Context: an optimization exercise on an open-source flow, tuned for small area and a short achievable clock period. The choices shown serve that exercise and are no tape-out recipe.
In this exercise RTL edits were held to simulation tests only and were not proved equivalent to the original.
Power is estimated from default activity; no workload was simulated.

<file path="flow/flow/run.sh">
#!/bin/bash
# Own layout flow: the standard ORFS flow with three changes.
#  * ABC maps for delay (dch; map -D) instead of ORFS's area-recovering script.
#  * Yosys does not extract full/half adder cells, so ABC sees the whole
#    carry logic (ADDER_MAP_FILE empty).
#  * Port buffers are buf_2 cells instead of clkdlybuf4s50_1 delay cells.
# The synthesis itself is otherwise ORFS's (synth_recipe.tcl), so the registers
# and their names are the standard synthesis's.
set -euo pipefail
W=$PWD
rm -rf "$W/scripts_own"
cp -r "$FLOW_HOME/scripts" "$W/scripts_own"
cp "$W/flow/abc_speed.script" "$W/scripts_own/abc_speed.script"
export SCRIPTS_DIR="$W/scripts_own"
export ADDER_MAP_FILE=
export BUFFER_PORTS_ARGS="-buffer_cell sky130_fd_sc_hd__buf_2"
bash standard.sh synth > "$W/own_synth.log" 2>&1
bash standard.sh > "$W/own_layout.log" 2>&1
</file>
<file path="flow/config.mk">
export PLATFORM = sky130hd
export DESIGN_NAME = executeUnit
export DESIGN_NICKNAME = executeUnit
export VERILOG_FILES = /design/flow/design.v
export SDC_FILE = /design/flow/constraint.sdc
export NUM_CORES = 4
export LEC_CHECK = 0
export CAP_MARGIN = 20
export CORE_MARGIN = 2
export CORE_UTILIZATION = 40
export SETUP_SLACK_MARGIN = 2.9
export SLEW_MARGIN = 20
</file>
<file path="flow/constraint.sdc">
create_clock -name core_clock -period 5.0 [get_ports {Clk}]
set_input_delay 1.0000 -clock core_clock [delete_from_list [all_inputs] [get_ports {Clk}]]
set_output_delay 1.0000 -clock core_clock [all_outputs]
set_load 0.01 [all_outputs]
</file>
<file path="flow/flow/abc_speed.script">
strash
dch
map -D 800
buffer -p
upsize -D 800
dnsize -D 800
stime -p
</file>
<file path="flow/standard.sh">
#!/bin/bash
# synth_recipe.tcl (not shown) runs the flow's synth.tcl, then flattens the netlist and writes it again
# the make line also repeats each setting of config.mk as NAME=value (left out here)
make -C /OpenROAD-flow-scripts/flow DESIGN_CONFIG=/design/flow/config.mk WORK_HOME=/design/flow/orfs CLKGATE_MAP_FILE= SYNTH_SCRIPT=/design/flow/synth_recipe.tcl "${@:-finish}"
</file>
<file path="flow/design.v">
`timescale 1ns/100ps
module pfxCarry #(
  parameter int N  = 32,
  parameter bit KS = 1
) (
  input  logic [N-1:0] p,
  input  logic [N-1:0] g,
  output logic [N-1:0] c
);
  localparam int L = $clog2(N);
  logic [N-1:0] gg [0:L];
  logic [N-1:0] pp [0:L];
  always_comb begin
    gg[0] = g;
    pp[0] = p;
    for (int k = 0; k < L; k++) begin
      for (int i = 0; i < N; i++) begin
        int j;
        if (KS) j = i - (1 << k);
        else    j = ((i >> k) & 1) ? (((i >> k) << k) - 1) : -1;
        if (j >= 0) begin
          gg[k+1][i] = gg[k][i] | (pp[k][i] & gg[k][j]);
          pp[k+1][i] = pp[k][i] & pp[k][j];
        end else begin
          gg[k+1][i] = gg[k][i];
          pp[k+1][i] = pp[k][i];
        end
      end
    end
  end
  assign c = gg[L];
endmodule
module pfxAdd #(
  parameter int N  = 32,
  parameter bit KS = 1
) (
  input  logic [N-1:0] a,
  input  logic [N-1:0] b,
  output logic [N-1:0] s,
  output logic         co
);
  logic [N-1:0] p, c;
  assign p = a ^ b;
  pfxCarry #(.N(N), .KS(KS)) carry_i (.p (p), .g (a & b), .c (c));
  assign s  = p ^ {c[N-2:0], 1'b0};
  assign co = c[N-1];
endmodule
`timescale 1ns/100ps
module executeUnit (
  input  logic         Clk,
  input  logic         reset,
  input  logic [150:0] idExIn,
  output logic [106:0] exMemOut
);
  localparam bit KS_ALU = 0;
  localparam bit KS_BT  = 0;
  logic [4:0]  inCtrl;
  logic        regDst, aluSrc;
  logic [5:0]  aluOp, funct;
  logic [31:0] pcPlus4, rdA, rdB, imm;
  logic [4:0]  rt, rd, shamt;
  assign inCtrl  = idExIn[150:146];
  assign regDst  = idExIn[145];
  assign aluSrc  = idExIn[144];
  assign aluOp   = idExIn[143:138];
  assign pcPlus4 = idExIn[137:106];
  assign rdA     = idExIn[105:74];
  assign rdB     = idExIn[73:42];
  assign imm     = idExIn[41:10];
  assign rt      = idExIn[9:5];
  assign rd      = idExIn[4:0];
  assign funct   = imm[5:0];
  assign shamt   = imm[10:6];
  logic isR;
  logic dSub, dSlt, dAnd, dOr, dXor, dNor, dSll, dSrl, dShift, dLogic, dArith;
  assign isR    = (aluOp == 6'h00);
  assign dSlt   = (isR & (funct == 6'h2A)) | (aluOp == 6'h0A);
  assign dSub   = (isR & (funct == 6'h22)) | (aluOp == 6'h04) | dSlt;
  assign dAnd   = (isR & (funct == 6'h24)) | (aluOp == 6'h0C);
  assign dOr    = (isR & (funct == 6'h25)) | (aluOp == 6'h0D);
  assign dXor   =  isR & (funct == 6'h26);
  assign dNor   =  isR & (funct == 6'h27);
  assign dSll   =  isR & (funct == 6'h00);
  assign dSrl   =  isR & (funct == 6'h02);
  assign dShift = dSll | dSrl;
  assign dLogic = dAnd | dOr | dXor | dNor;
  assign dArith = ~(dSlt | dLogic | dShift);
  logic [31:0] opB, inP, inG, shIn, shPre;
  logic [3:0]  lutP, lutG;
  assign opB = aluSrc ? imm : rdB;
  logic dAndi, dOri, dNone;
  assign dAndi = dAnd | dOr;                   
  assign dOri  = dOr | dXor;                   
  assign dNone = dAnd | dNor | dShift;         
  assign lutP = {dSub | dAndi, ~(dSub | dNone), ~(dSub | dNone), dSub | dNor};
  assign lutG = {~(dSub | dLogic | dShift), dSub, 2'b00};
  always_comb
    for (int i = 0; i < 32; i++)
      shIn[i] = (dSll & opB[31-i]) | (dSrl & opB[i]);
  assign shPre = shamt[4] ? {16'd0, shIn[31:16]} : shIn;
  always_comb
    for (int i = 0; i < 32; i++) begin
      inP[i] = lutP[{rdA[i], opB[i]}] | shPre[i];
      inG[i] = lutG[{rdA[i], opB[i]}];
    end
  logic [14:0] btLo, btHi0;
  logic        btLoCo, btHiCo;
  pfxAdd #(.N(15), .KS(KS_BT)) btLoAdd_i (.a (pcPlus4[16:2]),  .b (imm[14:0]),  .s (btLo),  .co (btLoCo));
  pfxAdd #(.N(15), .KS(KS_BT)) btHiAdd_i (.a (pcPlus4[31:17]), .b (imm[29:15]), .s (btHi0), .co (btHiCo));
  logic        killQ;                  
  logic [4:0]  ctrlQ, wrQ;
  logic [31:0] rd2Q, pQ, gQ;
  logic        cinQ;
  logic        sumQ, sltQ, srlQ, sllQ;
  logic [3:0]  shamtQ;
  logic [14:0] btLoQ, btHi0Q;
  logic [1:0]  btPcQ;
  logic        btCQ;
  always_ff @(posedge Clk) begin
    killQ  <= reset;
    ctrlQ  <= inCtrl;
    wrQ    <= regDst ? rd : rt;
    rd2Q   <= rdB;
    pQ     <= inP;
    gQ     <= {inG[31:1], inG[0] | (inP[0] & dSub)};
    cinQ   <= dSub;
    sumQ   <= dArith | dLogic;
    sltQ   <= dSlt;
    srlQ   <= dSrl;
    sllQ   <= dSll;
    shamtQ <= shamt[3:0];
    btPcQ  <= pcPlus4[1:0];
    btLoQ  <= btLo;
    btHi0Q <= btHi0;
    btCQ   <= btLoCo;
  end
  logic [31:0] carry, sum, sh, shRev;
  logic        lt, zAdd, zSh, zero;
  logic [31:0] aluRes;
  pfxCarry #(.N(32), .KS(KS_ALU)) aluCarry_i (.p (pQ), .g (gQ), .c (carry));
  assign sum = pQ ^ {carry[30:0], cinQ};
  assign sh = pQ >> shamtQ;
  always_comb for (int i = 0; i < 32; i++) shRev[i] = sh[31-i];
  assign lt = pQ[31] ? sum[31] : gQ[31];
  logic [31:0] kin;
  assign kin  = {pQ[30:0] | gQ[30:0], cinQ};
  assign zAdd = (pQ == kin);
  logic [15:0] keep;
  always_comb for (int k = 0; k < 16; k++) keep[k] = (k >= shamtQ);
  assign zSh  = ~|pQ[31:16] & ~|(pQ[15:0] & keep);
  assign aluRes = ({32{sumQ}} & sum) | ({32{srlQ}} & sh) | ({32{sllQ}} & shRev) |
                  {31'd0, sltQ & lt};
  assign zero   = (sumQ & zAdd) | (sltQ & ~lt) | ((srlQ | sllQ) & zSh);
  logic [14:0] btHi;
  assign btHi = btHi0Q + {14'd0, btCQ};
  logic clr;
  assign clr = reset | killQ;
  always_ff @(posedge Clk) begin
    exMemOut[106:102] <= clr ? 5'd0 : ctrlQ;
    exMemOut[101:70]  <= clr ? 32'd0 : {btHi, btLoQ, btPcQ};
    exMemOut[69]      <= ~reset & (killQ | zero);
    exMemOut[68:37]   <= clr ? 32'd0 : aluRes;
    exMemOut[36:5]    <= clr ? 32'd0 : rd2Q;
    exMemOut[4:0]     <= clr ? 5'd0 : wrQ;
  end
endmodule
</file>
==> results of run 1 <==
[routing by layer]
metal	part of all wire, %	routed length (um)	track usage, %
met1	42	22200	36.0
met2	46	24300	46.4
met3	8.5	4510	5.48
met4	4.3	2310	11.3
met5	0.12	65	0
[tightest hold or removal path, delay by kind of cell (launching register included)]
family	cells	cell delay (ns)
flip-flops	1	0.29
buffers and inverters	1	0.04
AND/OR/NAND/NOR	1	0.03
[how the worst max path moves through the flow]
stage | slack [ns] | end | cells past startpoint
final | 2.88 | exMemOut[63]$_SDFF_PP0_ | 7
after global routing | 2.83 | exMemOut[51]$_SDFF_PP0_ | 8
after global placement | 1.55 | gQ[11]$_DFF_P_ | 10
after CTS | 2.88 | pQ[23]$_DFF_P_ | 9
after detailed placement | 1.44 | gQ[11]$_DFF_P_ | 10
after floorplan | 2.65 | pQ[29]$_DFF_P_ | 10
[registers in the layout (all words and copies together) (netlist names), 2 cells and up]
name      flops
btHi0Q       15
btLoQ        15
btPcQ         2
ctrlQ         5
exMemOut    107
gQ           32
pQ           32
rd2Q         32
shamtQ        4
wrQ           5
[layout make-up]
class	count	area share [%]
repair buffers	326	12.1
well taps	455	3.19
repair inverters	3	0.112
clock buffers	39	4.55
multi-input cells	1464	45.4
flip-flops and latches	256	28.9
inverters	218	4.80
diodes	6	0.0840
clock inverters	11	0.791
[layout by cell type, fill, tap and decap left out, drive strengths merged, types with 11 or more instances in the layout]
master	n
xor2	18
a31oi	45
o22ai	17
dfxtp	256
o21ai	235
nor2	274
buf	319
o21a	19
a32oi	16
nand2	362
nand4	30
a21boi	15
a22oi	11
o211ai	28
inv	217
nand3	85
o221ai	31
clkbuf	46
a21oi	166
o21bai	12
nor3	26
[through the flow]
stage,power [mW],utilization (%),instance area [um2]
floorplan,3.09,-,14200
global placement,3.50,45.6,15600
detailed placement,3.51,45.6,15600
CTS,5.71,50.0,17100
global route,6.02,52.1,17900
finish,5.76,52.1,17900
[cells by family (layout without fill, tap and decap cells)]
kind of cell | count (synthesis) | after routing | share of synthesized area, %
AND/OR/NAND/NOR | 796 | 800 | 24.0
buffers and inverters | 322 | 597 | 9.41
XOR/XNOR | 27 | 27 | 1.71
flip-flops | 256 | 256 | 37.0
other | 0 | 6 | 0
multiplexers | 9 | 9 | 0.696
AO/OA/AOI/OAI | 626 | 628 | 27.1
[report_power, final]
part           switching [mW]  total [mW]  internal (mW)  leakage [nW]
clock                   0.890        2.14           1.25         0.466
combinational           0.818        1.26          0.447          5.59
sequential              0.142        2.35           2.21          2.13
total                    1.85        5.76           3.91          8.19
[repair_timing]
action                                 CTS  global route
endpoints found under the hold margin    0             0
pin swaps                               14            30
setup endpoints to repair              168           103
gates cloned                             7             9
buffers inserted                        23            22
resized for setup                       79           127
==> impl_results.md, run 1 <==
- Num rows: 68
- Tcrit/Tclk final: 42.4%
- Initial Util: 40.4%
- Final setup viols: 0
- Commonest cells in the netlist: 358 x nand2_1, 267 x nor2_1, 256 x dfxtp_1, 214 x o21ai_0, 212 x inv_1
- P_leak: 8.19 nW
- Slew @ Worst Pin: 0.637 ns
- Power Density: 322 mW/mm2
- Mapped Cells: 2036
- Vias/cell: 5.56
- IR drop worst, VDD: 0.000282 V
- Share of cells above drive strength 1: 24.4%
- Storage element area: 0.00517 mm2
- Final WL: 53400 um
- Initial DRC Count: 1316
- Hold Slack: 0.400 ns
- RePlAce Congestion: 0.922
- Final hold vios: 0
- Initial antenna violation count: 12
- Clk slew on worst S/H paths: 0.07 ns
- Crit path arrival time: 2.57 ns
- Total number of yosys warnings: 7
- Fin cells: 2778
- Clock sink total: 256
- Vias in the first global route: 14.2k
- First drt pass iteration count: 6
- Die Wd: 190 um
- Via count: 15.5k
- CP max-delay cell: dfxtp_1
- Worst Setup SP: pQ[4]$_DFF_P_
- CP dominant cell by count: a21oi_1
- Kind of critical path: reg2reg
- RR Endpoint: exMemOut[63]$_SDFF_PP0_
- Main area contributors after synthesis: dfxtp_1 37%, nand2_1 9.7%, o21ai_0 7.7%
- R2r startpoint: pQ[4]$_DFF_P_
- Synth Flop Type: dfxtp_1
- CP delay by family, top: compound AO/OA/AOI/OAI gates
- R2R Setup Slk: 2.88 ns
- Cells after DPL: 2661
- Number of synthesized flops with an enable pin: 0
- Die area: 0.0361 mm2
- Grt ovf: 0
- Root Buffer: clkbuf_16
- Fill cell count: 3439
- Num CTS Buffers: 29
- Buf/Inv on CP: 1
- Multi-input logic area: 0.00812 mm2
- Max Slew Vio Count: 0
- Asr flop ratio synth: 0%
- Area leader, netlist: dfxtp_1
- Count leader, synth: nand2_1
- Final WS setup: 2.88 ns
- Io pins: 260
- DR DRC count: 0
- Final min period: 2.12 ns
- Die Y: 190 um
- Worst Hold Path Cells: 2
- Worst Path Required: 5.45 ns
- Worst-path fanout max: 7
- CTS H-Tree Depth: 1
- Hold Crit Endpoint: exMemOut[20]$_SDFF_PP0_
- Synthesis-stage register bit count: 256
- Max clock buf depth: 3
- CP cell instances: nand4_1 > inv_1 > a21oi_4 > o21ai_2 > a21oi_1 > o21ai_0 > a21oi_1
- CP peak stage delay: 0.54 ns
- Reg2reg path depth: 7
- MaxCap Viol Count: 0
- CP Capture Type: register
- Slew Limit Headroom: 57.5%
- Post-DP HPWL: 38300 um
- Nets: 2451
- Avg Inst Size Synth: 6.80 um2
- Pre-CTS WS: 1.44 ns
- CTS tree: built
- Setup TNS: 0 ns
- Port Buffers: 259
- Outcome: complete, no violations
- FMAX: 0.471 GHz
- Routed WL per cell: 19.2 um
- Area growth from synthesis to layout: 29.1%
- Antenna viol nets, final: 0
- Syn Nets: 2189
- Unique masters post-synth: 62
- Synth Cell Area: 0.0138 mm2
- Hold Crit Class: reg2reg
- RSZ-0062 raised after global routing: yes
- Seq/Total Area, Yosys: 37.0%
- Startpoint Class: register
- # hold bufs at CTS: 0
- Gr usage total: 28.1%
- Largest net degree at the start of global routing: 54
- Layout Skew: 0.0145 ns
- Top cell type's share of synthesized area: 37.0%
- First-pass GRT wire length: 79300 um
- Clock latency (worst-skew pair): 0.59 ns
- Hold Path Origin: rd2Q[15]$_DFF_P_
- CORE AREA: 0.0343 mm2
==> run 2: changes to the inputs <==
--- a/flow/config.mk
+++ b/flow/config.mk
@@ -9,3 +9,4 @@
 export CORE_MARGIN = 2
-export CORE_UTILIZATION = 40
+export CORE_UTILIZATION = 55
+export PLACE_DENSITY = 0.7
 export SETUP_SLACK_MARGIN = 2.9
==> run 2 against run 1 <==
Highest routed layer unchanged. Synthesized cell count did not move. Critical endpoint is now pQ[8]$_DFF_P_. Largest cell class unchanged. Via count rose by 4.7%. Critical path type is now in2reg. Worst setup slack got worse by 0.13 ns. Hold slack improved by 0.0079 ns. Total power fell by 0.46%.
==> impl_results.md, run 2 <==
- Num CTS Buffers: 28
- Vias/cell: 6.11
- Reg2reg path depth: 7
- Unique masters post-synth: 62
- Register with the most flip-flops: exMemOut
- CTS H-Tree Depth: 1
- Count leader, synth: nand2_1
- RePlAce Congestion: 0.963
- Slew @ Worst Pin: 0.925 ns
- Grt met1 use: 47.5%
- IR drop worst, VDD: 0.000333 V
- RSZ-0062 raised after global routing: yes
- Vias in the first global route: 15.1k
- Die Y: 163 um
- Final hold vios: 0
- Clock sink total: 256
- Final min period: 2.25 ns
- Antenna viol nets, final: 0
- FMAX: 0.445 GHz
- Layout Skew: 0.0111 ns
- Port Buffers: 259
- Crit path arrival time: 2.65 ns
- Final instance area: 0.0180 mm2
- Main area contributors after synthesis: dfxtp_1 37%, nand2_1 9.7%, o21ai_0 7.7%
- Hold Path Origin: btLoQ[14]$_DFF_P_
- Commonest cells in the netlist: 358 x nand2_1, 267 x nor2_1, 256 x dfxtp_1, 214 x o21ai_0, 212 x inv_1
- Root Buffer: clkbuf_16
- Syn Nets: 2189
- Final WS setup: 2.75 ns
- CP Capture Type: register
- Synth Cell Area: 0.0138 mm2
- Initial DRC Count: 1978
- Io pins: 260
- Final setup viols: 0
- R2R Setup Slk: 2.89 ns
- Most frequent cells in the layout: 348 x nand2_1, 249 x buf_2, 248 x nor2_1, 238 x dfxtp_1, 203 x inv_1
- Initial antenna violation count: 5
- First drt pass iteration count: 7
- Synth Flop Type: dfxtp_1
- Gr usage total: 39.2%
- Setup TNS: 0 ns
- Area leader, netlist: dfxtp_1
- Via count: 16.2k
- Routed WL per cell: 20.8 um
- CTS tree: built
- Nets: 2447
- Mapped Cells: 2036
- Final WL: 55200 um
- Outcome: complete, no violations
- Worst-path fanout max: 17
- Share of cells above drive strength 1: 25.9%
- CORE AREA: 0.0250 mm2
- Largest net degree at the start of global routing: 57
- Slew Limit Headroom: 37.8%
- Pre-CTS WS: 1.39 ns
- Kind of critical path: in2reg
- Grt ovf: 0
- First-pass GRT wire length: 81200 um
- Tcrit/Tclk final: 44.9%
- M3 GR Usage: 8.35%
- Asr flop ratio synth: 0%
- Initial Util: 55.5%
- RR Endpoint: exMemOut[52]$_SDFF_PP0_
- Die area: 0.0265 mm2
- Max Slew Vio Count: 0
- Post-DP HPWL: 37600 um
- Total number of yosys warnings: 7
- R2r startpoint: shamtQ[1]$_DFF_P_
- Commonest non-fill, non-tap cell in the layout: nand2_1
- Num rows: 58
- P_leak: 8.27 nW
- GR Layer Usage met2: 64.8%
- Max clock buf depth: 3
- Synthesis-stage register bit count: 256
- Hold Crit Endpoint: exMemOut[86]$_SDFF_PP0_
- Area growth from synthesis to layout: 29.8%
- Startpoint Class: primary input
- Number of synthesized flops with an enable pin: 0
- MaxCap Viol Count: 0
- Die Wd: 163 um
- Worst Hold Path Cells: 2
- Placed Area: 0.0155 mm2
- Avg Inst Size Synth: 6.80 um2
- Hold Crit Class: reg2reg
- Clk slew on worst S/H paths: 0.06 ns
- Seq/Total Area, Yosys: 37.0%
- Number of flip-flops in the largest register: 107
- Clock latency (worst-skew pair): 0.56 ns
- Top cell type's share of synthesized area: 37.0%
- GRT Max-Usage Layer: met2
- Worst Path Required: 5.40 ns
- DR DRC count: 0
- Power Density: 319 mW/mm2
run 2: worst max-delay path: stages:
cell	delay, ns
buf_2	0.14
nor2_4	0.06
nand3_4	0.11
buf_6	0.15
buf_12	0.11
nor2_4	0.04
buf_12	0.15
a22oi_1	0.32
nand2_1	0.12
o21ai_0	0.21
o221ai_1	0.23
run 2: layout make-up:
type	count	area (um2)
antenna	5	12.5
clock buffer	35	757
clock inverter	13	161
fill	2023	6990
inverter	218	858
multi-input combinational	1460	8310
sequential	256	5150
tap	330	413
timing repair buffer	329	2300
timing repair inverter	1	7.51
run 2: cell families after synthesis:
logic type | Yosys count | synth area share (%)
and+or+nand+nor | 796 | 24.0
AOI/OAI and AO/OA | 626 | 27.1
buffers and inverters | 322 | 9.41
DFF | 256 | 37.0
xor gates and xnor gates | 27 | 1.71
muxes | 9 | 0.696
run 2: stage by stage:
stage | hold WS (ns) | std cells | total power, mW | utilization, %
final | 0.408 | 2647 | 5.73 | 72.0
after global routing | 0.418 | 2642 | 5.95 | 71.9
after CTS | 0.408 | 2621 | 5.62 | 68.9
after detailed placement | 0.399 | 2539 | 3.50 | 62.0
after global placement | 0.394 | 2539 | 3.48 | 62.0
after floorplan | 0.394 | 2036 | 3.09 | -
run 2: worst max-delay path by stage:
stage,start,depth (start not counted),endpoint
after floorplan,idExIn[13],10,pQ[29]$_DFF_P_
after CTS,idExIn[12],11,gQ[11]$_DFF_P_
after global routing,idExIn[142],11,pQ[8]$_DFF_P_
after global placement,idExIn[140],9,gQ[11]$_DFF_P_
after detailed placement,idExIn[140],9,gQ[16]$_DFF_P_
final,idExIn[140],11,pQ[8]$_DFF_P_
run 2: metal layers:
| metal | vias to the layer above | share of wire [%] |
|---|---|---|
| met3 | 249 | 11 |
| met1 | 7413 | 37 |
| met5 | - | 0.022 |
| li1 | 7469 | - |
| met2 | 1048 | 45 |
| met4 | 2 | 7.0 |
run 2: where the power goes:
part / leakage (nW) / switching (mW) / internal [mW] / total (mW)
Clock: 0.453 / 0.862 / 1.22 / 2.09
Combinational: 5.69 / 0.831 / 0.452 / 1.28
Sequential: 2.13 / 0.153 / 2.21 / 2.36
Total: 8.27 / 1.85 / 3.88 / 5.73
run 2: what timing repair did:
item	in CTS	in global routing
setup endpoints to repair	166	104
buffers inserted	26	15
hold buffers	0	0
pin swaps	20	25
cloned	8	6
gates resized for setup	98	156
==> run 3: changes to the inputs <==
--- a/flow/flow/run.sh
+++ b/flow/flow/run.sh
@@ -2,3 +2,4 @@
 # Own layout flow: the standard ORFS flow with three changes.
-#  * ABC maps for delay (dch; map -D) instead of ORFS's area-recovering script.
+#  * ABC maps for delay (dch; map -D) instead of ORFS's area-recovering script,
+#    without its own buffering and upsizing (the layout repair sizes gates).
 #  * Yosys does not extract full/half adder cells, so ABC sees the whole
==> flow/flow/abc_speed.script (replaced) <==
strash
dch
map -D 800
topo
dnsize -D 800
stime -p
--- a/flow/config.mk
+++ b/flow/config.mk
@@ -9,4 +9,3 @@
 export CORE_MARGIN = 2
-export CORE_UTILIZATION = 55
-export PLACE_DENSITY = 0.7
+export CORE_UTILIZATION = 40
 export SETUP_SLACK_MARGIN = 2.9
==> run 3 against run 2 <==
Fmax increased by 1.4%. Non-clock buffer count increased by 16. Critical path type unchanged. Worst setup slack improved by 0.032 ns. Core utilization is 15 points lower. Hold slack got worse by 0.016 ns. Highest routed layer unchanged. Largest cell class unchanged. Flip-flop and latch count unchanged. Count of clock-buffer cells in the layout increased by 3. Area after synthesis is 4.2% lower. Total power increased by 5.4%. Global-route usage is 9.1 points lower. Critical path depth is 1 higher. Sequential power barely moved.
==> impl_results.md, run 3 <==
- Hold Crit Class: reg2reg
- Final instance area: 0.0184 mm2
- Final setup viols: 0
- GR Layer Usage met2: 49.3%
- RR Endpoint: exMemOut[66]$_SDFF_PP0_
- Kind of critical path: in2reg
- CP Capture Type: register
- Total number of yosys warnings: 7
- Layout Utilization: 56.5%
- Final min period: 2.22 ns
- Storage element area: 0.00517 mm2
- Port Buffers: 259
- Cells after DPL: 2640
- Die Y: 186 um
- Final WL: 55600 um
- Number of synthesized flops with an enable pin: 0
- CP cell instances: buf_12 > clkinv_8 > nor2_4 > nand4_1 > buf_4 > o2111ai_4 > buf_12 > nor2_4 > buf_12 > clkbuf_16 > o211ai_1 > o221ai_1
- R2R Setup Slk: 2.92 ns
- Asr flop ratio synth: 0%
- Via count: 15.9k
- Multi-input logic area: 0.00830 mm2
- Crit path arrival time: 2.67 ns
- Io pins: 260
- Synthesis-stage register bit count: 256
- Max clock buf depth: 3
- RSZ-0062 raised after global routing: yes
- Setup TNS: 0 ns
- Clock sink total: 256
- Nets: 2474
- Die area: 0.0346 mm2
- Tcrit/Tclk final: 44.3%
- Startpoint Class: primary input
- M3 GR Usage: 6.03%
- CP max-delay cell: o2111ai_4
- Crit path to: pQ[29]$_DFF_P_
- Reg2reg path depth: 9
- CTS tree: built
- Outcome: complete, no violations
- Clk slew on worst S/H paths: 0.07 ns
- Area leader, netlist: dfxtp_1
- Slew Limit Headroom: 52.3%
- Initial antenna violation count: 11
- IR drop worst, VDD: 0.000297 V
- Synth Cell Area: 0.0133 mm2
- Max Slew Vio Count: 0
- CORE AREA: 0.0326 mm2
- Grt met1 use: 37.3%
- CP delay by family, top: buffers and inverters
- Fin cells: 2791
- Final hold vios: 0
- Post-DP HPWL: 36600 um
- P_leak: 7.70 nW
- Mapped Cells: 1932
- Most frequent cells in the layout: 348 x nand2_1, 248 x buf_2, 243 x nor2_1, 231 x dfxtp_1, 190 x clkinv_1
- Register with the most flip-flops: exMemOut
- Synth Flop Type: dfxtp_1
- Main area contributors after synthesis: dfxtp_1 39%, nand2_1 10%, o21ai_0 8.8%
- Die Wd: 186 um
- Worst Setup SP: idExIn[11]
- First drt pass iteration count: 6
- Area growth from synthesis to layout: 39.1%
- Count leader, synth: nand2_1
- Vias in the first global route: 14.4k
- Clock latency (worst-skew pair): 0.59 ns
- Vias/cell: 5.69
- Seq/Total Area, Yosys: 38.7%
- Top cell type's share of synthesized area: 38.7%
- Routed WL per cell: 19.9 um
- Root Buffer: clkbuf_16
- Avg Inst Size Synth: 6.86 um2
- Fill cell count: 3122
- Buf/Inv on CP: 6
- Number of flip-flops in the largest register: 107
- FMAX: 0.451 GHz
- Num CTS Buffers: 31
- DR DRC count: 0
- Worst-path fanout max: 6
- Syn Nets: 2085
- Num rows: 66
- CP dominant cell by count: buf_12
- Stages on worst setup path: 12
- CTS H-Tree Depth: 1
- Worst Path Required: 5.46 ns
- Power Density: 328 mW/mm2
- Initial DRC Count: 1412
- RePlAce Congestion: 0.941
- Grt ovf: 0
- GRT Max-Usage Layer: met2
- Largest net degree at the start of global routing: 98
- Commonest cells in the netlist: 359 x nand2_1, 273 x nor2_1, 256 x dfxtp_1, 233 x o21ai_0, 218 x clkinv_1
- Initial Util: 40.6%
- Share of cells above drive strength 1: 26.8%
- Slew @ Worst Pin: 0.709 ns
- First-pass GRT wire length: 80100 um
- Gr usage total: 30.1%
- Unique masters post-synth: 39
- MaxCap Viol Count: 0
- Placed Area: 0.0154 mm2
- Commonest non-fill, non-tap cell in the layout: nand2_1
- CP peak stage delay: 0.25 ns
- Layout Skew: 0.0309 ns
- R2r startpoint: shamtQ[0]$_DFF_P_
- Antenna viol nets, final: 0
==> run 3: metrics by stage <==
| step | power [mW] | hold WS [ns] | setup WS, ns |
|---|---|---|---|
| floorplan | 3.04 | 0.388 | 2.15 |
| global placement | 3.48 | 0.388 | 1.46 |
| detailed placement | 3.49 | 0.392 | 1.40 |
| CTS | 5.94 | 0.394 | 2.81 |
| global route | 6.30 | 0.407 | 2.73 |
| finish | 6.04 | 0.392 | 2.78 |
==> run 3: kinds of logic after synthesis <==
group / count (synthesis) / synth area share, %
buffers and inverters: 218 / 6.17
and+or+nand+nor: 796 / 24.6
xor gates and xnor gates: 27 / 1.78
DFF: 256 / 38.7
AOI/OAI and AO/OA: 626 / 28.0
muxes: 9 / 0.727
==> run 3: layer usage <==
metal	share of wire (%)	routed length, um
met1	39	21700
met2	46	25600
met3	8.3	4600
met4	6.4	3560
met5	0.13	74
==> run 3: area by class of cell <==
| class | count | share of cell area, % |
|---|---|---|
| Inverter | 218 | 5.09 |
| Tap cell | 442 | 3.00 |
| Multi-Input combinational cell | 1467 | 45.0 |
| Antenna cell | 4 | 0.0543 |
| Sequential cell | 256 | 28.0 |
| Clock buffer | 38 | 4.68 |
| Timing Repair inverter | 2 | 0.0747 |
| Timing Repair Buffer | 345 | 12.8 |
| Clock inverter | 19 | 1.28 |
==> run 3: repair_timing <==
item | 4_1_cts | 5_1_grt
cloned | 10 | 10
gates resized for setup | 103 | 208
pin swaps | 18 | 34
setup endpoints to repair | 167 | 105
hold buffers | 0 | 0
buffers inserted | 36 | 34
==> run 3: power breakdown <==
part | switching [mW] | total, mW | internal (mW)
logic | 0.824 | 1.28 | 0.459
registers | 0.159 | 2.37 | 2.21
clock network | 0.953 | 2.39 | 1.44
==> run 3: worst min-delay path by stage <==
| stage | depth (start not counted) | startpoint | slack (ns) | to |
|---|---|---|---|---|
| after global placement | 2 | ctrlQ[3]$_DFF_P_ | 0.39 | exMemOut[105]$_SDFF_PP0_ |
| after CTS | 2 | rd2Q[4]$_DFF_P_ | 0.39 | exMemOut[9]$_SDFF_PP0_ |
| after detailed placement | 2 | rd2Q[3]$_DFF_P_ | 0.39 | exMemOut[8]$_SDFF_PP0_ |
| after global routing | 2 | rd2Q[0]$_DFF_P_ | 0.41 | exMemOut[5]$_SDFF_PP0_ |
| final | 2 | rd2Q[4]$_DFF_P_ | 0.39 | exMemOut[9]$_SDFF_PP0_ |
| after floorplan | 2 | wrQ[0]$_DFF_P_ | 0.39 | exMemOut[0]$_SDFF_PP0_ |
==> run 3: worst min-delay path: cells and delay by family (launching register included) <==
family | cells | cell delay [ns]
DFF | 1 | 0.30
buffers and inverters | 1 | 0.03
and+or+nand+nor | 1 | 0.03
==> run 4: changes to the inputs <==
--- a/flow/flow/run.sh
+++ b/flow/flow/run.sh
@@ -1,7 +1,8 @@
 #!/bin/bash
-# Own layout flow: the standard ORFS flow with three changes.
-#  * ABC maps for delay (dch; map -D) instead of ORFS's area-recovering script,
-#    without its own buffering and upsizing (the layout repair sizes gates).
+# Own layout flow: the standard ORFS flow with four changes.
+#  * ABC maps for delay (dch; map -D) instead of ORFS's area-recovering script.
 #  * Yosys does not extract full/half adder cells, so ABC sees the whole
 #    carry logic (ADDER_MAP_FILE empty).
+#  * Clock tree from clkbuf_8 cells in clusters of up to 14 sinks, without
+#    dummy loads.
 #  * Port buffers are buf_2 cells instead of clkdlybuf4s50_1 delay cells.
@@ -17,2 +18,3 @@
 export BUFFER_PORTS_ARGS="-buffer_cell sky130_fd_sc_hd__buf_2"
+export CTS_ARGS="-sink_clustering_enable -repair_clock_nets -buf_list sky130_fd_sc_hd__clkbuf_8 -dont_use_dummy_load -sink_clustering_size 14 -sink_clustering_max_diameter 80"
 bash standard.sh synth > "$W/own_synth.log" 2>&1
==> flow/flow/abc_speed.script (replaced) <==
strash
dch
map -D 800
buffer -p
upsize -D 800
dnsize -D 800
stime -p
==> run 4 against run 3 <==
Still clean on timing, DRC and antenna. Critical path type unchanged. Global-route usage is 2.0 points lower. Largest power group is now registers. Fmax is 1.4% higher. Count of clock-buffer cells in the layout is 13 lower.
==> impl_results.md, run 4 <==
- Synthesis-stage register bit count: 256
- Most frequent cells in the layout: 349 x nand2_1, 253 x nor2_1, 217 x buf_2, 202 x inv_1, 198 x dfxtp_1
- Area growth from synthesis to layout: 26.6%
- R2R Setup Slk: 2.95 ns
- Max Slew Vio Count: 0
- Vias in the first global route: 14.3k
- Initial DRC Count: 1268
- Asr flop ratio synth: 0%
- Slew @ Worst Pin: 0.619 ns
- MaxCap Viol Count: 0
- Final setup viols: 0
- Slew Limit Headroom: 58.4%
- Largest net degree at the start of global routing: 54
- Final min period: 2.18 ns
- Grt ovf: 0
- Via count: 15.5k
- P_leak: 7.97 nW
- Commonest cells in the netlist: 358 x nand2_1, 267 x nor2_1, 256 x dfxtp_1, 214 x o21ai_0, 212 x inv_1
- Kind of critical path: in2reg
- Root Buffer: clkbuf_8
- RePlAce Congestion: 0.922
- First-pass GRT wire length: 79400 um
- Total number of yosys warnings: 7
- Mapped Cells: 2036
- Final hold vios: 0
- Layout Skew: 0.0995 ns
- Top cell type's share of synthesized area: 37.0%
- Die area: 0.0361 mm2
- Unique masters post-synth: 62
- Area leader, netlist: dfxtp_1
- FMAX: 0.458 GHz
- CP peak stage delay: 0.33 ns
- Seq/Total Area, Yosys: 37.0%
- Die Y: 190 um
- Avg Inst Size Synth: 6.80 um2
- Count leader, synth: nand2_1
- Syn Nets: 2189
- Post-DP HPWL: 38300 um
- CP Capture Type: register
- Num CTS Buffers: 25
- Num rows: 68
- Power Density: 272 mW/mm2
- Tcrit/Tclk final: 43.7%
- Startpoint Class: primary input
- Clock sink total: 256
- Antenna viol nets, final: 0
- Synth Cell Area: 0.0138 mm2
- Nets: 2448
- Buf/Inv on CP: 3
- Main area contributors after synthesis: dfxtp_1 37%, nand2_1 9.7%, o21ai_0 7.7%
- Share of cells above drive strength 1: 25.2%
- Io pins: 260
- Number of synthesized flops with an enable pin: 0
- Worst-path fanout max: 16
- Commonest non-fill, non-tap cell in the layout: nand2_1
- Routed WL per cell: 19.4 um
- Synth Flop Type: dfxtp_1
- Hold Crit Class: reg2reg
- Vias/cell: 5.64
- Placed Area: 0.0156 mm2
- Number of flip-flops in the largest register: 107
- CORE AREA: 0.0343 mm2
- Crit path arrival time: 2.67 ns
- First drt pass iteration count: 6
- Gr usage total: 28.1%
- Initial Util: 40.4%
- CP max-delay cell: nor2_4
- Worst Path Required: 5.49 ns
- CTS tree: built
- Clock latency (worst-skew pair): 0.62 ns
- Die Wd: 190 um
- Setup TNS: 0 ns
- Final WL: 53400 um
- Outcome: complete, no violations
- Register with the most flip-flops: exMemOut
- CP delay by family, top: compound AO/OA/AOI/OAI gates
- Max clock buf depth: 3
- Clk slew on worst S/H paths: 0.08 ns
- IR drop worst, VDD: 0.000185 V
- DR DRC count: 0
- RSZ-0062 raised after global routing: yes
- CP cell instances: buf_4 > nor2_4 > nand3_4 > buf_12 > a21o_1 > o2111ai_4 > nor2_4 > buf_12 > o21ai_0 > o221ai_1
- Initial antenna violation count: 13
- Final instance area: 0.0175 mm2
- CTS H-Tree Depth: 1
- Port Buffers: 259
- Hold Slack: 0.356 ns
## run 4: cell count changes after synthesis, sizes merged
cell    change
clkbuf     +63
buf        +41
inv       +216
clkinv    -216
## run 4: worst register-to-register path, delay by kind of cell, from the launching register on
kind	cells	cell delay [ns]
DFF	1	0.44
and+or+nand+nor	4	0.63
buffers and inverters	1	0.19
AOI/OAI and AO/OA	4	0.69
## run 4: what timing repair did
| action | 4_1_cts | 5_1_grt |
|---|---|---|
| pin swaps | 16 | 17 |
| setup endpoints to repair | 189 | 131 |
| cloned | 9 | 10 |
| hold buffers | 0 | 0 |
| setup buffers | 23 | 20 |
| resized for setup | 125 | 136 |
## run 4: final cells by class
type                            instances  area, um2
Inverter                              218        860
Clock buffer                           25        344
Antenna cell                            6       15.0
Sequential cell                       256       5210
Timing Repair Buffer                  327       2420
Multi-Input combinational cell       1463       8080
Tap cell                              455        569
Timing Repair inverter                  4       27.5
Fill cell                            3444      16800
## run 4: where the power goes
| part | total, mW | internal [mW] | switching [mW] |
|---|---|---|---|
| clock network | 1.12 | 0.443 | 0.682 |
| registers | 2.36 | 2.21 | 0.148 |
| logic | 1.28 | 0.466 | 0.812 |
## run 4: layer usage
| layer | up-vias | GRT usage [%] | share of wire, % |
|---|---|---|---|
| li1 | 7445 | - | - |
| met1 | 7083 | 35.7 | 41 |
| met2 | 797 | 46.0 | 45 |
| met3 | 184 | 5.59 | 8.7 |
| met4 | 12 | 12.9 | 5.3 |
| met5 | - | 0 | 0.12 |
## run 4: final timing paths
check / startpoint / cells after the start / end
setup reg to reg: pQ[11]$_DFF_P_ / 9 / exMemOut[63]$_SDFF_PP0_
hold reg to reg: ctrlQ[4]$_DFF_P_ / 2 / exMemOut[106]$_SDFF_PP0_
setup / recovery: idExIn[140] / 10 / pQ[18]$_DFF_P_
hold / removal: ctrlQ[4]$_DFF_P_ / 2 / exMemOut[106]$_SDFF_PP0_
## run 4: stage by stage
stage	utilization, %	setup WS [ns]	cells	power [mW]
2_1_floorplan	-	2.65	2036	3.09
6_report	51.1	2.82	2754	4.76
3_5_place_dp	45.6	1.44	2661	3.51
3_3_place_gp	45.6	1.55	2661	3.50
5_1_grt	51.1	2.79	2752	5.01
4_1_cts	48.8	2.87	2718	4.71
## run 4: cells by family (layout without fill, tap and decap cells)
kind of cell,after synthesis,count (layout),share of synthesized area [%]
xor+xnor,27,27,1.71
flops,256,256,37.0
compound gates,626,627,27.1
other cells,0,6,0
mux,9,9,0.696
simple gates,796,800,24.0
buf+inv,322,574,9.41
==> run 5: changes to the inputs <==
--- a/flow/flow/run.sh
+++ b/flow/flow/run.sh
@@ -5,4 +5,3 @@
 #    carry logic (ADDER_MAP_FILE empty).
-#  * Clock tree from clkbuf_8 cells in clusters of up to 14 sinks, without
-#    dummy loads.
+#  * Clock tree from clkbuf_8 cells, without dummy loads.
 #  * Port buffers are buf_2 cells instead of clkdlybuf4s50_1 delay cells.
@@ -18,3 +17,3 @@
 export BUFFER_PORTS_ARGS="-buffer_cell sky130_fd_sc_hd__buf_2"
-export CTS_ARGS="-sink_clustering_enable -repair_clock_nets -buf_list sky130_fd_sc_hd__clkbuf_8 -dont_use_dummy_load -sink_clustering_size 14 -sink_clustering_max_diameter 80"
+export CTS_ARGS="-sink_clustering_enable -repair_clock_nets -buf_list sky130_fd_sc_hd__clkbuf_8 -dont_use_dummy_load"
 bash standard.sh synth > "$W/own_synth.log" 2>&1
--- a/flow/config.mk
+++ b/flow/config.mk
@@ -10,3 +10,3 @@
 export CORE_UTILIZATION = 40
-export SETUP_SLACK_MARGIN = 2.9
+export SETUP_SLACK_MARGIN = 2.95
 export SLEW_MARGIN = 20
==> run 5 against run 4 <==
Core utilization is 3.0 points higher. Final cell count rose by 1.6%. Critical path depth is the same. Count of clock-buffer cells in the layout is 20 higher. Area after synthesis stayed put. Fmax rose by 0.44%. Register-to-register slack better by 0.03 ns. Via count increased by 3.5%. Hold slack better by 0.038 ns. Critical endpoint is now pQ[1]$_DFF_P_. Largest cell class unchanged. Highest routed layer unchanged.
==> impl_results.md, run 5 <==
- Area growth from synthesis to layout: 34.1%
- P_leak: 8.43 nW
- Most frequent cells in the layout: 346 x nand2_1, 242 x nor2_1, 215 x buf_2, 201 x inv_1, 195 x dfxtp_1
- Setup TNS: 0 ns
- CP peak stage delay: 0.44 ns
- Crit path to: pQ[1]$_DFF_P_
- Unique masters post-synth: 62
- Vias in the first global route: 14.8k
- Post-DP HPWL: 38800 um
- Main area contributors after synthesis: dfxtp_1 37%, nand2_1 9.7%, o21ai_0 7.7%
- CTS H-Tree Depth: 2
- Die Y: 190 um
- RSZ-0062 raised after global routing: yes
- Nets: 2494
- # hold bufs at CTS: 0
- Share of cells above drive strength 1: 29.5%
- CTS tree: built
- Max Slew Vio Count: 0
- Hold Crit Class: reg2reg
- Die area: 0.0361 mm2
- Die Wd: 190 um
- Number of synthesized flops with an enable pin: 0
- Slew Limit Headroom: 46.4%
- Reg2reg path depth: 8
- Initial antenna violation count: 6
- Initial Util: 40.4%
- Vias/cell: 5.74
- Num CTS Buffers: 45
- Final min period: 2.17 ns
- Power Density: 287 mW/mm2
- Total number of yosys warnings: 7
- Worst Path Required: 5.48 ns
- Outcome: complete, no violations
- Commonest non-fill, non-tap cell in the layout: nand2_1
- Routed WL per cell: 20.4 um
- IR drop worst, VDD: 0.000282 V
- Startpoint Class: primary input
- Top cell type's share of synthesized area: 37.0%
- Io pins: 260
- Hold Slack: 0.395 ns
- Synth Cell Area: 0.0138 mm2
- Root Buffer: clkbuf_8
- Num rows: 68
- Asr flop ratio synth: 0%
- Port Buffers: 259
- Clock latency (worst-skew pair): 0.62 ns
- Largest net degree at the start of global routing: 56
- Tcrit/Tclk final: 43.5%
- First drt pass iteration count: 8
- Area leader, netlist: dfxtp_1
- R2r startpoint: pQ[9]$_DFF_P_
- Count leader, synth: nand2_1
- CP Capture Type: register
- Commonest cells in the netlist: 358 x nand2_1, 267 x nor2_1, 256 x dfxtp_1, 214 x o21ai_0, 212 x inv_1
- Gr usage total: 29.9%
- Max clock buf depth: 3
- RePlAce Congestion: 0.927
- Slew @ Worst Pin: 0.796 ns
- Seq/Total Area, Yosys: 37.0%
- Worst-path fanout max: 7
- Avg Inst Size Synth: 6.80 um2
- Via count: 16.1k
- Power Total: 5.32 mW
- DR DRC count: 0
- Layout Skew: 0.0637 ns
- Syn Nets: 2189
- Fill cell count: 3337
- CP max-delay cell: o2111a_2
- Storage element area: 0.00522 mm2
- Kind of critical path: in2reg
- Final setup viols: 0
- Final hold vios: 0
- Grt ovf: 0
- Crit path arrival time: 2.66 ns
- Clk slew on worst S/H paths: 0.06 ns
- Synth Flop Type: dfxtp_1
- CP dominant cell by count: inv_1
- Multi-input logic area: 0.00847 mm2
- Initial DRC Count: 1563
- Mapped Cells: 2036
- Number of flip-flops in the largest register: 107
- FMAX: 0.460 GHz
- Synthesis-stage register bit count: 256
- First-pass GRT wire length: 83300 um
- Final WL: 57100 um
- MaxCap Viol Count: 0
- CORE AREA: 0.0343 mm2
- Register with the most flip-flops: exMemOut
- R2R Setup Slk: 2.98 ns
- CP cell instances: buf_2 > inv_1 > nand3_1 > inv_1 > nand3_2 > o2111a_2 > buf_12 > nand2_4 > o21ai_0 > o221ai_1
- Antenna viol nets, final: 0
- RR Endpoint: exMemOut[58]$_SDFF_PP0_
- Worst Setup SP: idExIn[139]
- Clock sink total: 256
==> run 5: cell count changes in the layout (fill, tap and decap cells not counted), moves of 5 or more <==
cell | previous run | this run
a21oi_1 | 112 | 98
a21oi_2 | 51 | 60
a21oi_4 | 3 | 8
a31oi_1 | 44 | 39
buf_4 | 43 | 57
buf_6 | 41 | 51
clkbuf_8 | 25 | 45
nor2_1 | 253 | 242
nor2_2 | 10 | 17
o21ai_0 | 187 | 156
o21ai_1 | 34 | 44
o21ai_2 | 11 | 29
==> run 5: layer usage <==
metal,vias up,share of wire [%],global-route usage [%]
met3,249,9.4,6.60
met1,7374,40,37.3
met4,2,6.8,18.6
li1,7541,-,-
met2,904,44,46.8
met5,-,0.021,0
==> run 5: worst min path at each step <==
stage,slack [ns],cells past startpoint,startpoint,endpoint
2_1_floorplan,0.39,2,wrQ[0]$_DFF_P_,exMemOut[0]$_SDFF_PP0_
3_3_place_gp,0.39,2,wrQ[2]$_DFF_P_,exMemOut[2]$_SDFF_PP0_
3_5_place_dp,0.40,2,wrQ[3]$_DFF_P_,exMemOut[3]$_SDFF_PP0_
4_1_cts,0.39,2,rd2Q[19]$_DFF_P_,exMemOut[24]$_SDFF_PP0_
5_1_grt,0.41,2,rd2Q[23]$_DFF_P_,exMemOut[28]$_SDFF_PP0_
6_report,0.39,2,rd2Q[19]$_DFF_P_,exMemOut[24]$_SDFF_PP0_
==> run 5: area by class of cell <==
class | count | area share, %
clock buffer | 45 | 3.34
timing repair inverter | 1 | 0.0404
multi-input combinational | 1464 | 45.6
timing repair buffer | 355 | 15.1
antenna | 5 | 0.0674
tap | 455 | 3.07
sequential | 256 | 28.1
inverter | 218 | 4.65
==> run 5: what timing repair did <==
| action | in CTS | in global routing |
|---|---|---|
| buffers inserted | 38 | 28 |
| setup endpoints to repair | 219 | 158 |
| gates cloned | 12 | 7 |
| resized for setup | 179 | 217 |
| pin swaps | 26 | 51 |
==> run 5: critical path, delay by kind of cell <==
| family | cells | cell delay (ns) |
|---|---|---|
| buffers and inverters | 4 | 0.49 |
| AND/OR/NAND/NOR | 3 | 0.35 |
| AO/OA/AOI/OAI | 3 | 0.82 |
==> run 5: report_power, final <==
group | total, mW | internal (mW) | leakage [nW] | switching, mW
sequential | 2.37 | 2.22 | 2.15 | 0.159
clock | 1.58 | 0.789 | 0.324 | 0.795
combinational | 1.36 | 0.511 | 5.96 | 0.852
==> run 5: cells by family after synthesis <==
| family | count (synthesis) | synth area share (%) |
|---|---|---|
| xor+xnor | 27 | 1.71 |
| mux | 9 | 0.696 |
| simple gates | 796 | 24.0 |
| flops | 256 | 37.0 |
| compound gates | 626 | 27.1 |
| buf+inv | 322 | 9.41 |
==> run 5: stage by stage <==
stage,utilization (%),cell area (um2),setup WS [ns],std cells
6_report,54.2,18600,2.83,2799
5_1_grt,54.1,18600,2.80,2796
4_1_cts,50.9,17500,2.90,2759
3_5_place_dp,45.7,15700,1.41,2664
3_3_place_gp,45.7,15700,1.46,2664
2_1_floorplan,-,14200,2.65,2036
==> run 6: changes to the inputs <==
--- a/flow/config.mk
+++ b/flow/config.mk
@@ -10,3 +10,3 @@
 export CORE_UTILIZATION = 40
-export SETUP_SLACK_MARGIN = 2.95
+export SETUP_SLACK_MARGIN = 2.9
 export SLEW_MARGIN = 20
==> run 6 against run 5 <==
Sequential share of layout area is 1.6 points higher. Hold slack improved by 0.0029 ns. Final cell count decreased by 0.93%. Area after synthesis did not move. Register-to-register slack about the same. Largest power group unchanged. Worst setup slack improved by 0.047 ns. Global-route usage decreased by 1.4 points. Core utilization fell by 3.3 points. Critical path depth increased by 1. Design area decreased by 6.2%. Die area did not move. Critical path type unchanged. Count of clock-buffer cells in the layout down 2.
==> impl_results.md, run 6 <==
- Outcome: complete, no violations
- Largest family of logic cells by synthesized area: compound AO/OA/AOI/OAI gates
- Adder-Cell Fraction of Synth Area: 0%
- Setup TNS: 0 ns
- Kind of critical path: in2reg
- Buf/Inv on CP: 4
- Die Y: 190 um
- Power Density: 295 mW/mm2
- Routed WL per cell: 19.4 um
- Fraction of synthesized area in multiplexers: 0.696%
- Sequential power share: 45.8%
- Post-Synth XOR/XNOR Area: 1.71%
- Tcrit/Tclk final: 42.6%
- Commonest cells in the netlist: 358 x nand2_1, 267 x nor2_1, 256 x dfxtp_1, 214 x o21ai_0, 212 x inv_1
- First-pass GRT wire length: 79800 um
- Number of flip-flops in the largest register: 107
- Crit path arrival time: 2.61 ns
- Layout Skew: 0.0612 ns
- Sw Share: 33.6%
- Fin cells: 2773
- Slew @ Worst Pin: 0.628 ns
- CP Capture Type: register
- Final setup viols: 0
- Synthesis-stage register bit count: 256
- Commonest non-fill, non-tap cell in the layout: nand2_1
- Port Buffers: 259
- FMAX: 0.470 GHz
- Initial antenna violation count: 13
- Final instance area: 0.0174 mm2
- Final WL: 53700 um
- Max Slew Vio Count: 0
- WL met1: 22000 um
- Initial Util: 40.4%
- Cells after DPL: 2661
- CP max-delay cell: o2111a_2
- NetSw: 1.73 mW
- RePlAce Congestion: 0.922
- Largest net degree at the start of global routing: 54
- RSZ-0062 raised after global routing: yes
- DR DRC count: 0
- Final hold vios: 0
- CORE AREA: 0.0343 mm2
- CTS tree: built
- Complex-gate fraction of the synthesized area: 27.1%
- Mapped Cells: 2036
- Int Pwr: 3.41 mW
- Hold Slack: 0.398 ns
- First drt pass iteration count: 6
- Worst Path Required: 5.48 ns
- Hold Crit Class: reg2reg
- Num rows: 68
- Max clock buf depth: 3
- Die area: 0.0361 mm2
- Clock sink total: 256
- Nets: 2467
- Final min period: 2.13 ns
- CP cell instances: buf_2 > nor2_4 > nand3_1 > inv_1 > nand3_1 > o2111a_2 > buf_12 > buf_16 > nand3_1 > nand3_1 > a41oi_2
- Gr usage total: 28.5%
- Io pins: 260
- Seq/Total Area, Yosys: 37.0%
- Count leader, synth: nand2_1
- Most frequent cells in the layout: 349 x nand2_1, 253 x nor2_1, 252 x buf_2, 227 x dfxtp_1, 202 x inv_1
- Synth Cell Area: 0.0138 mm2
- Pre-CTS WS: 1.44 ns
- CP peak stage delay: 0.27 ns
- Clk slew on worst S/H paths: 0.06 ns
- Main area contributors after synthesis: dfxtp_1 37%, nand2_1 9.7%, o21ai_0 7.7%
- Initial DRC Count: 1255
- Top cell type's share of synthesized area: 37.0%
- Num CTS Buffers: 43
- Post-DP HPWL: 38300 um
- MaxCap Viol Count: 0
- # hold bufs at CTS: 0
- Synth Area in Simple Gates: 24.0%
- CP delay by family, top: simple AND/OR/NAND/NOR gates
- Antenna viol nets, final: 0
- CTS H-Tree Depth: 2
- Number of synthesized flops with an enable pin: 0
- Syn Nets: 2189
- Top Layer Used: met5
- Placed Area: 0.0156 mm2
- Met3 WL: 4630 um
- Unique masters post-synth: 62
- Met2 WL: 24200 um
- Grt ovf: 0
- IR drop worst, VDD: 0.000204 V
- Area leader, netlist: dfxtp_1
- Share of cells above drive strength 1: 24.4%
- Total number of yosys warnings: 7
- P_leak: 8.01 nW
- Worst-path fanout max: 6
- Logic pwr share: 24.5%
- Vias/cell: 5.62
- Avg Inst Size Synth: 6.80 um2
- Register with the most flip-flops: exMemOut
- Die Wd: 190 um
- Synth Flop Type: dfxtp_1
- Share of power burned in the clock network: 29.7%
- Final WS setup: 2.87 ns
- Vias in the first global route: 14.5k
- Via count: 15.6k
- CP dominant cell by count: nand3_1
- Startpoint Class: primary input
- Clock latency (worst-skew pair): 0.62 ns
- Area growth from synthesis to layout: 25.8%
- Slew Limit Headroom: 58.1%
- Asr flop ratio synth: 0%
- Root Buffer: clkbuf_8
==> run 6: cell counts after synthesis <==
No cell type changed its count.
==> run 6: what timing repair did <==
action | CTS | global route
endpoints found under the setup margin | 169 | 100
resized for setup | 90 | 94
hold endpoints to repair | 0 | 0
buffers inserted | 26 | 23
pin swaps | 17 | 26
cloned | 8 | 6
==> run 6: layout make-up <==
class	count	area, um2
tap	455	569
multi-input combinational	1463	8060
antenna	6	15.0
inverter	218	857
sequential	256	5170
timing repair buffer	329	2140
timing repair inverter	3	20.0
clock buffer	43	592
fill	3480	16900
==> run 6: cell families after synthesis <==
logic type,after synthesis
simple gates,796
compound gates,626
buf+inv,322
flops,256
xor+xnor,27
mux,9
==> run 6: final timing paths <==
check	start	to	slack, ns	cells past startpoint
min	btLoQ[3]$_DFF_P_	exMemOut[75]$_SDFF_PP0_	0.40	2
max reg2reg	shamtQ[0]$_DFF_P_	exMemOut[60]$_SDFF_PP0_	2.97	7
max	idExIn[142]	gQ[0]$_DFF_P_	2.87	11
min reg2reg	btLoQ[3]$_DFF_P_	exMemOut[75]$_SDFF_PP0_	0.40	2
==> run 6: metrics by stage <==
stage	util (%)	power, mW
detailed placement	45.6	3.51
global route	50.8	5.40
CTS	49.1	5.10
floorplan	-	3.09
global placement	45.6	3.50
finish	50.8	5.14
==> run 6: layer usage <==
layer	track usage [%]	vias to the layer above
met5	0	-
met4	14.5	12
met3	6.01	167
met2	46.2	782
met1	35.8	7128
li1	-	7487
==> run 6: worst register-to-register path: cells and delay by family (launching register included) <==
kind	cells	cell delay, ns
AOI/OAI and AO/OA	5	1.16
DFF	1	0.47
buffers and inverters	1	0.20
and+or+nand+nor	1	0.10
==> run 6: power by group through the flow <==
stage | logic (mW) | registers [mW] | clock network (mW)
6_report | 1.26 | 2.35 | 1.53
5_1_grt | 1.38 | 2.37 | 1.65
4_1_cts | 1.18 | 2.35 | 1.57
3_5_place_dp | 1.12 | 2.38 | 0
3_3_place_gp | 1.11 | 2.38 | 0
2_1_floorplan | 0.745 | 2.34 | 0
==> run 7: changes to the inputs <==
--- a/flow/config.mk
+++ b/flow/config.mk
@@ -9,3 +9,3 @@
 export CORE_MARGIN = 2
-export CORE_UTILIZATION = 40
+export CORE_UTILIZATION = 30
 export SETUP_SLACK_MARGIN = 2.9
==> run 7 against run 6 <==
Global-route usage down 5.3 points. Fmax down 2.8%. Still clean. Critical path depth unchanged. Count of clock-buffer cells in the layout up 2. Flip-flop and latch count unchanged. Area after synthesis unchanged. Sequential power about the same. Sequential share of layout area down 1.3 points. Non-clock buffer count up 14. Die area up 33%. Clock power up 5%. Clock skew up 0.014 ns.
==> impl_results.md, run 7 <==
- Largest net degree at the start of global routing: 66
- Vias in the first global route: 14.5k
- Initial DRC Count: 1818
- Avg Inst Size Synth: 6.80 um2
- Num rows: 78
- Hold Crit Class: reg2reg
- Syn Nets: 2189
- Share of cells above drive strength 1: 26.6%
- Unique masters post-synth: 62
- Commonest non-fill, non-tap cell in the layout: nand2_1
- NetSw: 1.82 mW
- CTS tree: built
- P_leak: 8.26 nW
- CP max-delay cell: o2111ai_4
- Area leader, netlist: dfxtp_1
- Commonest cells in the netlist: 358 x nand2_1, 267 x nor2_1, 256 x dfxtp_1, 214 x o21ai_0, 212 x inv_1
- Clock latency (worst-skew pair): 0.64 ns
- Final hold vios: 0
- Final min period: 2.19 ns
- Fin cells: 2932
- DR DRC count: 0
- Outcome: complete, no violations
- Top cell type's share of synthesized area: 37.0%
- Number of synthesized flops with an enable pin: 0
- Root Buffer: clkbuf_8
- Sw Share: 34.4%
- Gr usage total: 23.2%
- Vias/cell: 5.51
- Port Buffers: 259
- Main area contributors after synthesis: dfxtp_1 37%, nand2_1 9.7%, o21ai_0 7.7%
- RSZ-0062 raised after global routing: yes
- MaxCap Viol Count: 0
- CP peak stage delay: 0.27 ns
- Tcrit/Tclk final: 43.8%
- Worst Path Required: 5.43 ns
- CORE AREA: 0.0455 mm2
- CP dominant cell by count: buf_12
- Final WS setup: 2.81 ns
- # hold bufs at CTS: 0
- Worst-path fanout max: 11
- Mapped Cells: 2036
- Fill cell count: 4765
- Num CTS Buffers: 45
- Grt ovf: 0
- Die Y: 219 um
- Logic pwr share: 24.9%
- Sequential power share: 44.8%
- Power Density: 289 mW/mm2
- Hold Path Origin: rd2Q[11]$_DFF_P_
- Area growth from synthesis to layout: 32.2%
- Crit path arrival time: 2.63 ns
- Io pins: 260
- Setup TNS: 0 ns
- First drt pass iteration count: 6
- R2r startpoint: shamtQ[0]$_DFF_P_
- Die Wd: 219 um
- Int Pwr: 3.47 mW
- Initial antenna violation count: 9
- RePlAce Congestion: 0.965
- Seq/Total Area, Yosys: 37.0%
- Final WL: 59300 um
- Number of flip-flops in the largest register: 107
- CP cell instances: buf_2 > nor2_4 > nand3_4 > buf_12 > o2111ai_4 > buf_12 > buf_4 > nor2_4 > buf_12 > o21ai_1 > o221ai_1
- Nets: 2484
- Antenna viol nets, final: 0
- Clock sink total: 256
- IR drop worst, VDD: 0.000267 V
- Clk slew on worst S/H paths: 0.06 ns
- Initial Util: 30.4%
- Power Total: 5.30 mW
- Die area: 0.0479 mm2
- Synthesis-stage register bit count: 256
- Startpoint Class: primary input
- Share of power burned in the clock network: 30.3%
- Routed WL per cell: 20.2 um
- Count leader, synth: nand2_1
- Pre-CTS WS: 1.40 ns
- FMAX: 0.457 GHz
- Max Slew Vio Count: 0
- Slew @ Worst Pin: 0.797 ns
- Via count: 16.2k
- Total number of yosys warnings: 7
- Synth Flop Type: dfxtp_1
- Max clock buf depth: 3
- Kind of critical path: in2reg
- Cells after DPL: 2806
- Synth Cell Area: 0.0138 mm2
- Most frequent cells in the layout: 349 x nand2_1, 250 x nor2_1, 233 x buf_2, 212 x dfxtp_1, 202 x inv_1
- Layout Skew: 0.0756 ns
- CP Capture Type: register
- Worst Setup SP: idExIn[142]
- Register with the most flip-flops: exMemOut
- Final setup viols: 0
- First-pass GRT wire length: 85100 um
- Hold Slack: 0.397 ns
- CTS H-Tree Depth: 2
- Asr flop ratio synth: 0%
- Post-DP HPWL: 41100 um
- Slew Limit Headroom: 46.4%
-- run 7: cell types whose count changed in the layout (fill, tap and decap cells not counted), sizes merged, moves of 2 or more --
cell      change
buf           +8
bufbuf        +3
clkbuf        +5
clkinvlp      -2
diode         -3
inv           -2
nor2          +2
-- run 7: final timing paths --
kind / end / slack, ns / cells after the start
setup / recovery: pQ[1]$_DFF_P_ / 2.81 / 11
hold / removal: exMemOut[16]$_SDFF_PP0_ / 0.40 / 2
setup reg to reg: exMemOut[61]$_SDFF_PP0_ / 2.90 / 7
hold reg to reg: exMemOut[16]$_SDFF_PP0_ / 0.40 / 2
-- run 7: layout make-up --
type / instances / area, um2 / share of cell area (%)
Multi-Input combinational cell: 1467 / 8320 / 45.4
Sequential cell: 256 / 5190 / 28.4
Timing Repair Buffer: 343 / 2550 / 13.9
Inverter: 218 / 866 / 4.73
Tap cell: 600 / 751 / 4.10
Clock buffer: 45 / 619 / 3.38
Antenna cell: 3 / 7.51 / 0.0410
-- run 7: what timing repair did --
action / CTS / global route
buffers inserted: 26 / 30
pin swaps: 20 / 38
gates cloned: 11 / 11
resized for setup: 114 / 172
endpoints found under the setup margin: 183 / 121
-- run 7: cells by family (layout without fill, tap and decap cells) --
| group | Yosys count | count (layout) | share of synthesized area (%) |
|---|---|---|---|
| mux | 9 | 9 | 0.696 |
| simple gates | 796 | 803 | 24.0 |
| compound gates | 626 | 628 | 27.1 |
| flops | 256 | 256 | 37.0 |
| xor+xnor | 27 | 27 | 1.71 |
| other cells | 0 | 3 | 0 |
| buf+inv | 322 | 606 | 9.41 |
-- run 7: critical path, delay by kind of cell --
kind,cells,cell delay (ns)
AND/OR/NAND/NOR,3,0.35
buffers and inverters,5,0.71
AO/OA/AOI/OAI,3,0.56
-- run 7: power by group through the flow --
stage | sequential [mW] | clock, mW | combinational [mW]
6_report | 2.37 | 1.60 | 1.32
5_1_grt | 2.39 | 1.72 | 1.43
3_3_place_gp | 2.39 | 0 | 1.12
4_1_cts | 2.36 | 1.64 | 1.22
3_5_place_dp | 2.39 | 0 | 1.13
2_1_floorplan | 2.34 | 0 | 0.745
-- run 7: through the flow --
step,cell area [um2],utilization (%)
after CTS,17300,37.9
after floorplan,14200,-
after global routing,18300,40.2
final,18300,40.2
after detailed placement,15800,34.8
after global placement,15800,34.8
-- run 7: routing by layer --
layer / vias to the layer above / wire length, um / global-route usage (%)
li1: 7520 / - / -
met1: 7531 / 24400 / 30.1
met2: 924 / 26600 / 37.3
met3: 172 / 5690 / 5.10
met4: 8 / 2620 / 9.30
met5: - / 57 / 0
==> run 8: changes to the inputs <==
--- a/flow/config.mk
+++ b/flow/config.mk
@@ -9,4 +9,5 @@
 export CORE_MARGIN = 2
-export CORE_UTILIZATION = 30
+export CORE_UTILIZATION = 40
 export SETUP_SLACK_MARGIN = 2.9
 export SLEW_MARGIN = 20
+export TNS_END_PERCENT = 20
==> run 8 against run 7 <==
Still clean. Fmax about the same. Final cell count down 5.8%. Routed wire length down 5.0%. Die area down 25%. Critical path depth decreased by 2. Clock power hardly changed. Core utilization rose by 11 points. Combinational power down 5%. Count of clock-buffer cells in the layout did not move. Critical path type unchanged.
==> impl_results.md, run 8 <==
- Vias/cell: 5.68
- Crit path to: gQ[0]$_DFF_P_
- Grt ovf: 0
- Unique masters post-synth: 62
- Area growth from synthesis to layout: 25.8%
- Synth Cell Area: 0.0138 mm2
- Logic pwr share: 24.1%
- Hold Slack: 0.387 ns
- Synthesis-stage register bit count: 256
- Vias in the first global route: 14.6k
- Area leader, netlist: dfxtp_1
- Most frequent cells in the layout: 349 x nand2_1, 258 x nor2_1, 247 x buf_2, 233 x dfxtp_1, 204 x inv_1
- Antenna viol nets, final: 0
- Final min period: 2.19 ns
- Num CTS Buffers: 45
- Top cell type's share of synthesized area: 37.0%
- Sequential power share: 45.4%
- Final WS setup: 2.81 ns
- Syn Nets: 2189
- FMAX: 0.457 GHz
- R2r startpoint: pQ[9]$_DFF_P_
- Initial DRC Count: 1614
- First-pass GRT wire length: 83300 um
- Worst Setup SP: idExIn[144]
- Die Y: 190 um
- Max Slew Vio Count: 0
- Crit path arrival time: 2.63 ns
- Total number of yosys warnings: 7
- DR DRC count: 0
- Mapped Cells: 2036
- Number of synthesized flops with an enable pin: 0
- R2R Setup Slk: 2.83 ns
- Initial antenna violation count: 12
- Clk slew on worst S/H paths: 0.07 ns
- Routed WL per cell: 20.4 um
- Commonest cells in the netlist: 358 x nand2_1, 267 x nor2_1, 256 x dfxtp_1, 214 x o21ai_0, 212 x inv_1
- Avg Inst Size Synth: 6.80 um2
- Sw Share: 33.8%
- Die Wd: 190 um
- First drt pass iteration count: 5
- IR drop worst, VDD: 0.000208 V
- RR Endpoint: exMemOut[68]$_SDFF_PP0_
- Hold Crit Class: reg2reg
- Tcrit/Tclk final: 43.8%
- # hold bufs at CTS: 0
- Commonest non-fill, non-tap cell in the layout: nand2_1
- CTS tree: built
- Main area contributors after synthesis: dfxtp_1 37%, nand2_1 9.7%, o21ai_0 7.7%
- Worst-path fanout max: 35
- Via count: 15.7k
- RSZ-0062 raised after global routing: yes
- Power Density: 300 mW/mm2
- Startpoint Class: primary input
- Final WL: 56300 um
- CORE AREA: 0.0343 mm2
- Slew @ Worst Pin: 0.598 ns
- Post-DP HPWL: 40200 um
- Seq/Total Area, Yosys: 37.0%
- Root Buffer: clkbuf_8
- Initial Util: 40.4%
- Die area: 0.0361 mm2
- Port Buffers: 259
- RePlAce Congestion: 0.955
- Number of flip-flops in the largest register: 107
- Clock latency (worst-skew pair): 0.63 ns
- Share of cells above drive strength 1: 22.3%
- Register with the most flip-flops: exMemOut
- NetSw: 1.77 mW
- Slew Limit Headroom: 59.9%
- Layout Skew: 0.0724 ns
- CTS H-Tree Depth: 2
- Clock sink total: 256
- Count leader, synth: nand2_1
- Gr usage total: 30.0%
- Share of power burned in the clock network: 30.5%
- Io pins: 260
- Num rows: 68
- Worst Path Required: 5.44 ns
- CP Capture Type: register
- Reg2reg path depth: 9
- Int Pwr: 3.45 mW
- Asr flop ratio synth: 0%
- Max clock buf depth: 3
- Final setup viols: 0
- Final hold vios: 0
- Outcome: complete, no violations
- Pre-CTS WS: 1.35 ns
- Largest net degree at the start of global routing: 68
- Synth Flop Type: dfxtp_1
- Nets: 2458
- P_leak: 8.08 nW
- Kind of critical path: in2reg
- MaxCap Viol Count: 0
- Setup TNS: 0 ns
run 8: cell counts after synthesis:
Identical to the previous run, type by type.
run 8: worst max-delay path: stages:
cell and delay, ns:
buf_12 0.19, inv_6 0.14, or2_2 0.30, o21ai_0 0.15, inv_2 0.14, a22oi_1 0.22
nand2_1 0.13, o21ai_0 0.17, a41oi_1 0.17
run 8: cell families after synthesis:
| kind of cell | after synthesis | share of synthesized area, % |
|---|---|---|
| and+or+nand+nor | 796 | 24.0 |
| AOI/OAI and AO/OA | 626 | 27.1 |
| buffers and inverters | 322 | 9.41 |
| DFF | 256 | 37.0 |
| xor gates and xnor gates | 27 | 1.71 |
| muxes | 9 | 0.696 |
run 8: per-layer routing:
metal	GRT usage, %	up-vias	routed length [um]
met5	0	-	84
met3	7.60	191	5130
met4	14.6	12	3050
met1	36.1	7267	22100
li1	-	7452	-
met2	49.8	777	26000
run 8: worst min path at each step:
stage	start	end	slack (ns)	cells after the start
after floorplan	wrQ[0]$_DFF_P_	exMemOut[0]$_SDFF_PP0_	0.39	2
after global placement	rd2Q[27]$_DFF_P_	exMemOut[32]$_SDFF_PP0_	0.39	2
after detailed placement	btLoQ[3]$_DFF_P_	exMemOut[75]$_SDFF_PP0_	0.40	2
after CTS	rd2Q[13]$_DFF_P_	exMemOut[18]$_SDFF_PP0_	0.40	2
after global routing	rd2Q[26]$_DFF_P_	exMemOut[31]$_SDFF_PP0_	0.41	2
final	rd2Q[13]$_DFF_P_	exMemOut[18]$_SDFF_PP0_	0.39	2
run 8: cell type report:
type                    count  area (um2)
flip-flops and latches    256        5170
inverters                 218         853
clock buffers              45         619
repair buffers            321        2180
diodes                      5        12.5
well taps                 455         569
repair inverters            1        7.51
fillers                  3444       16900
multi-input cells        1462        8000
run 8: power by group through the flow:
stage	Sequential, mW	Clock (mW)	Combinational, mW
after floorplan	2.34	0	0.724
after global placement	2.39	0	1.09
after detailed placement	2.39	0	1.11
after CTS	2.36	1.61	1.19
after global routing	2.38	1.72	1.38
final	2.37	1.59	1.26
run 8: repair_timing:
action,in CTS,in global routing
gates cloned,8,4
resized for setup,122,114
pin swaps,20,32
buffers inserted,23,16
setup endpoints to repair,181,142
run 8: through the flow:
step	util [%]	instance area, um2	cells	power [mW]
after CTS	49.1	16800	2738	5.16
after detailed placement	45.0	15400	2662	3.50
after global routing	50.8	17400	2762	5.47
final	50.8	17400	2763	5.22
after global placement	45.0	15400	2662	3.49
after floorplan	-	14000	2036	3.07

Re-timed with assumed drivers on the ports (clkbuf_16 on the clock, buf_2 on other inputs), run 8 has 2.792 ns of setup slack against 2.810 ns with ideal ports, and 2.146 ns once port delays also move by the mid clock arrival of 0.646 ns.
